Source: an optimization exercise on an open RTL-to-GDS flow (aim: small area and few clock cycles). Production flows keep margins and buffers that such runs may drop.
Function was checked by simulation only, so behaviour that the tests miss may differ from the original.
The flow treats the clock pin as an ideal source, which a real chip does not have.
No activity file was given, so power comes from the tool's default toggle rates.

## rev 12
// image_header_size_probe
module image_header_size_probe #(
   parameter int unsigned POSITION_BITS = 16
) (
   input  logic        clock,
   input  logic        reset,
   input  logic        req_tvalid,
   output logic        req_tready,
   input  logic [7:0]  req_tdata,    
   input  logic        req_tlast,
   output logic        rsp_tvalid,
   input  logic        rsp_tready,
   output logic [63:0] rsp_tdata,    
   output logic [7:0]  rsp_tuser     
);
export LEC_CHECK = 0
export CAP_MARGIN = 20
export CORE_MARGIN = 2
export CORE_UTILIZATION = 70
export PLACE_DENSITY = 0.8
export SLEW_MARGIN = 20
create_clock -name core_clock -period 12.0 [get_ports {clock}]
standard.sh (not shown) runs the stock make flow with config.mk's settings and CLKGATE_MAP_FILE= SYNTH_SCRIPT=/design/flow/synth_recipe.tcl, a recipe that flattens the netlist after the stock synthesis.
==> flow/flow/run.sh <==
#!/bin/bash
# Layout flow: the standard layout (standard.sh) with three changes.
#  - Synthesis is the standard flow's script, except that ABC maps the logic with an
#    area-oriented script (flow/abc_area.script). Flip-flops are mapped before
#    ABC runs, so the registers are the standard synthesis's, by name and cell.
#  - Each port gets the smallest buffer (buf_1) instead of clkdlybuf4s50_1.
#  - Clock tree synthesis uses clkbuf_8 and inserts no dummy loads; then each
#    clock buffer is sized down as far as the clock pins' slew allows
#    (flow/clk_size.tcl, run as ORFS's POST_CTS_TCL hook).
# Every tool writes its full log under orfs/logs/; make's output goes to standard.log.
set -euo pipefail
HERE=$(pwd)
sed "s#log_cmd abc {\*}\$abc_args#set abc_args [lreplace \$abc_args 1 1 $HERE/flow/abc_area.script]\n  log_cmd abc {*}\$abc_args#" \
  "$FLOW_HOME/scripts/synth.tcl" > "$HERE/area_synth.tcl"
grep -q "abc_area.script" "$HERE/area_synth.tcl"
sed "s#source \$::env(SCRIPTS_DIR)/synth.tcl#source $HERE/area_synth.tcl#" \
  "$HERE/synth_recipe.tcl" > "$HERE/area_synth_recipe.tcl"
grep -q "area_synth.tcl" "$HERE/area_synth_recipe.tcl"
bash standard.sh \
  "SYNTH_SCRIPT=$HERE/area_synth_recipe.tcl" \
  "BUFFER_PORTS_ARGS=-buffer_cell sky130_fd_sc_hd__buf_1" \
  "CTS_ARGS=-sink_clustering_enable -repair_clock_nets -dont_use_dummy_load -buf_list sky130_fd_sc_hd__clkbuf_8" \
  "POST_CTS_TCL=$HERE/flow/clk_size.tcl" \
  finish > standard.log 2>&1
==> flow/flow/abc_area.script <==
&get -n
&st
&dch -f
&nf -a -p -R 1000
&st
&dch -f
&nf -a -p -R 1000
&st
&dch -f
&nf -a -p -R 1000
&put
topo
==> flow/flow/clk_size.tcl <==
# POST_CTS hook: size each clock buffer to the smallest clkbuf that keeps every
# flip-flop clock pin's estimated slew under a margin (leaves first, then the
# buffers driving them), then legalize the placement again.
set clk_slew_limit 0.095
set clk_sizes {sky130_fd_sc_hd__clkbuf_2 sky130_fd_sc_hd__clkbuf_4 sky130_fd_sc_hd__clkbuf_8 sky130_fd_sc_hd__clkbuf_16}

proc clk_ff_worst_slew { } {
  set worst 0.0
  foreach p [get_pins -hierarchical */CLK] {
    set s [get_property $p slew_max]
    if { $s > $worst } { set worst $s }
  }
  return $worst
}

proc clk_sink_worst_slew { inst } {
  set worst 0.0
  foreach opin [get_pins -of_objects $inst -filter "direction == output"] {
    foreach p [get_pins -of_objects [get_nets -of_objects $opin] -filter "direction == input"] {
      set s [get_property $p slew_max]
      if { $s > $worst } { set worst $s }
    }
  }
  return $worst
}

estimate_parasitics -placement
set leaves {}
set roots {}
foreach inst [get_cells *] {
  if { ![string match "sky130_fd_sc_hd__clkbuf_*" [get_property $inst ref_name]] } { continue }
  set drives_ff 0
  foreach opin [get_pins -of_objects $inst -filter "direction == output"] {
    foreach p [get_pins -of_objects [get_nets -of_objects $opin] -filter "direction == input"] {
      if { [get_property $p name] == "CLK" } { set drives_ff 1 }
    }
  }
  if { $drives_ff } { lappend leaves $inst } else { lappend roots $inst }
}
puts "clock sizing: [llength $leaves] leaf and [llength $roots] other clock buffers, before: worst clock pin slew [format %.1f [expr [clk_ff_worst_slew] * 1000]] ps"
foreach inst $leaves {
  foreach m $clk_sizes {
    replace_cell $inst $m
    if { [clk_sink_worst_slew $inst] < $clk_slew_limit } { break }
  }
}
foreach inst $roots {
  foreach m $clk_sizes {
    replace_cell $inst $m
    if { [clk_ff_worst_slew] < $clk_slew_limit && [clk_sink_worst_slew $inst] < 0.2 } { break }
  }
}
# any clock pin still over the margin: upsize its leaf buffer
foreach inst $leaves {
  set i [lsearch $clk_sizes [get_property $inst ref_name]]
  while { [clk_sink_worst_slew $inst] >= $clk_slew_limit && $i < [llength $clk_sizes] - 1 } {
    incr i
    replace_cell $inst [lindex $clk_sizes $i]
  }
}
foreach inst [concat $roots $leaves] {
  puts "clock buffer [get_full_name $inst]: [get_property $inst ref_name], sink slew [format %.1f [expr [clk_sink_worst_slew $inst] * 1000]] ps"
}
puts "clock sizing: after: worst clock pin slew [format %.1f [expr [clk_ff_worst_slew] * 1000]] ps"
detailed_placement
check_placement -verbose
Rev 12 closes out successfully: all stages finished, all timing, DRC and antenna checks passed.
Testbench counts of rev 12, summed over its fixed seeds: cycles 113,726.
What rev 13 does differently from rev 12 at the input level:
==> flow/flow/abc_area.script <==
&get -n
&st
&deepsyn -I 1 -J 100
&st
&dch -f
&nf -a -p -R 1000
&st
&dch -f
&nf -a -p -R 1000
&put
topo
-- flow/flow/clk_size.tcl --
<<< rev 12, line 2
# flip-flop clock pin's estimated slew under a margin (leaves first, then the
# buffers driving them), then legalize the placement again.
set clk_slew_limit 0.095
set clk_sizes {sky130_fd_sc_hd__clkbuf_2 sky130_fd_sc_hd__clkbuf_4 sky130_fd_sc_hd__clkbuf_8 sky130_fd_sc_hd__clkbuf_16}

>>> rev 13, line 2
# flip-flop clock pin's estimated slew under a margin (leaves first, then the
# buffers driving them), then legalize the placement again.
set clk_slew_limit 0.112
set clk_sizes {sky130_fd_sc_hd__clkbuf_2 sky130_fd_sc_hd__clkbuf_4 sky130_fd_sc_hd__clkbuf_8 sky130_fd_sc_hd__clkbuf_16}

### Flow results
- Share of total power in combinational logic delta for rev 13 relative to rev 12: 1.1 points higher
- Rev 12 ended with every stage complete and zero timing, DRC or antenna violations.
- Rev 13 completed every stage of the flow, and the final layout passed the timing, design-rule and antenna checks.
- Share of the clock period used by the worst path, rev 12 and rev 13, lower one = rev 13.
- Rev 12 → rev 13: global placement routability congestion went down; post-synthesis area per instance shows a reduction of about 1.2%; fraction of power spent switching nets increased 1.3 points.

[separate check: timing with driven ports]
Ports are ideal in the flow. The routed layouts listed here were re-timed in OpenROAD.
Step 1: set_driving_cell puts a clkbuf_16 on clock and a buf_2 on each other input, an assumption about the parent block.
Step 2 adds t to the input delays and takes it off the output delays; t is the mean of the earliest and latest rising clock arrival at the registers after step 1. Input paths then give back, and output paths get back, about the clock's delay inside the block.
Three values: no drivers, after step 1, after step 2; two values: the first two.
| run | t, ns | setup WS [ns] | hold slack, ns | worst setup path after step 2 | clock arrival spread, ns |
|---|---|---|---|---|---|
| rev 12 | 0.424 | 6.616 / 6.597 / 6.597 | 0.438 / 0.438 / 0.438 | input to output | 0.033 / 0.033 |
| rev 13 | 0.543 | 6.710 / 6.690 / 6.690 | 0.452 / 0.452 / 0.452 | input to output | 0.065 / 0.065 |
After both steps every run listed still meets setup and hold. The setup slack of rev 13, which loses most, moves by -0.020 ns with the drivers and by -0.020 ns with both steps.
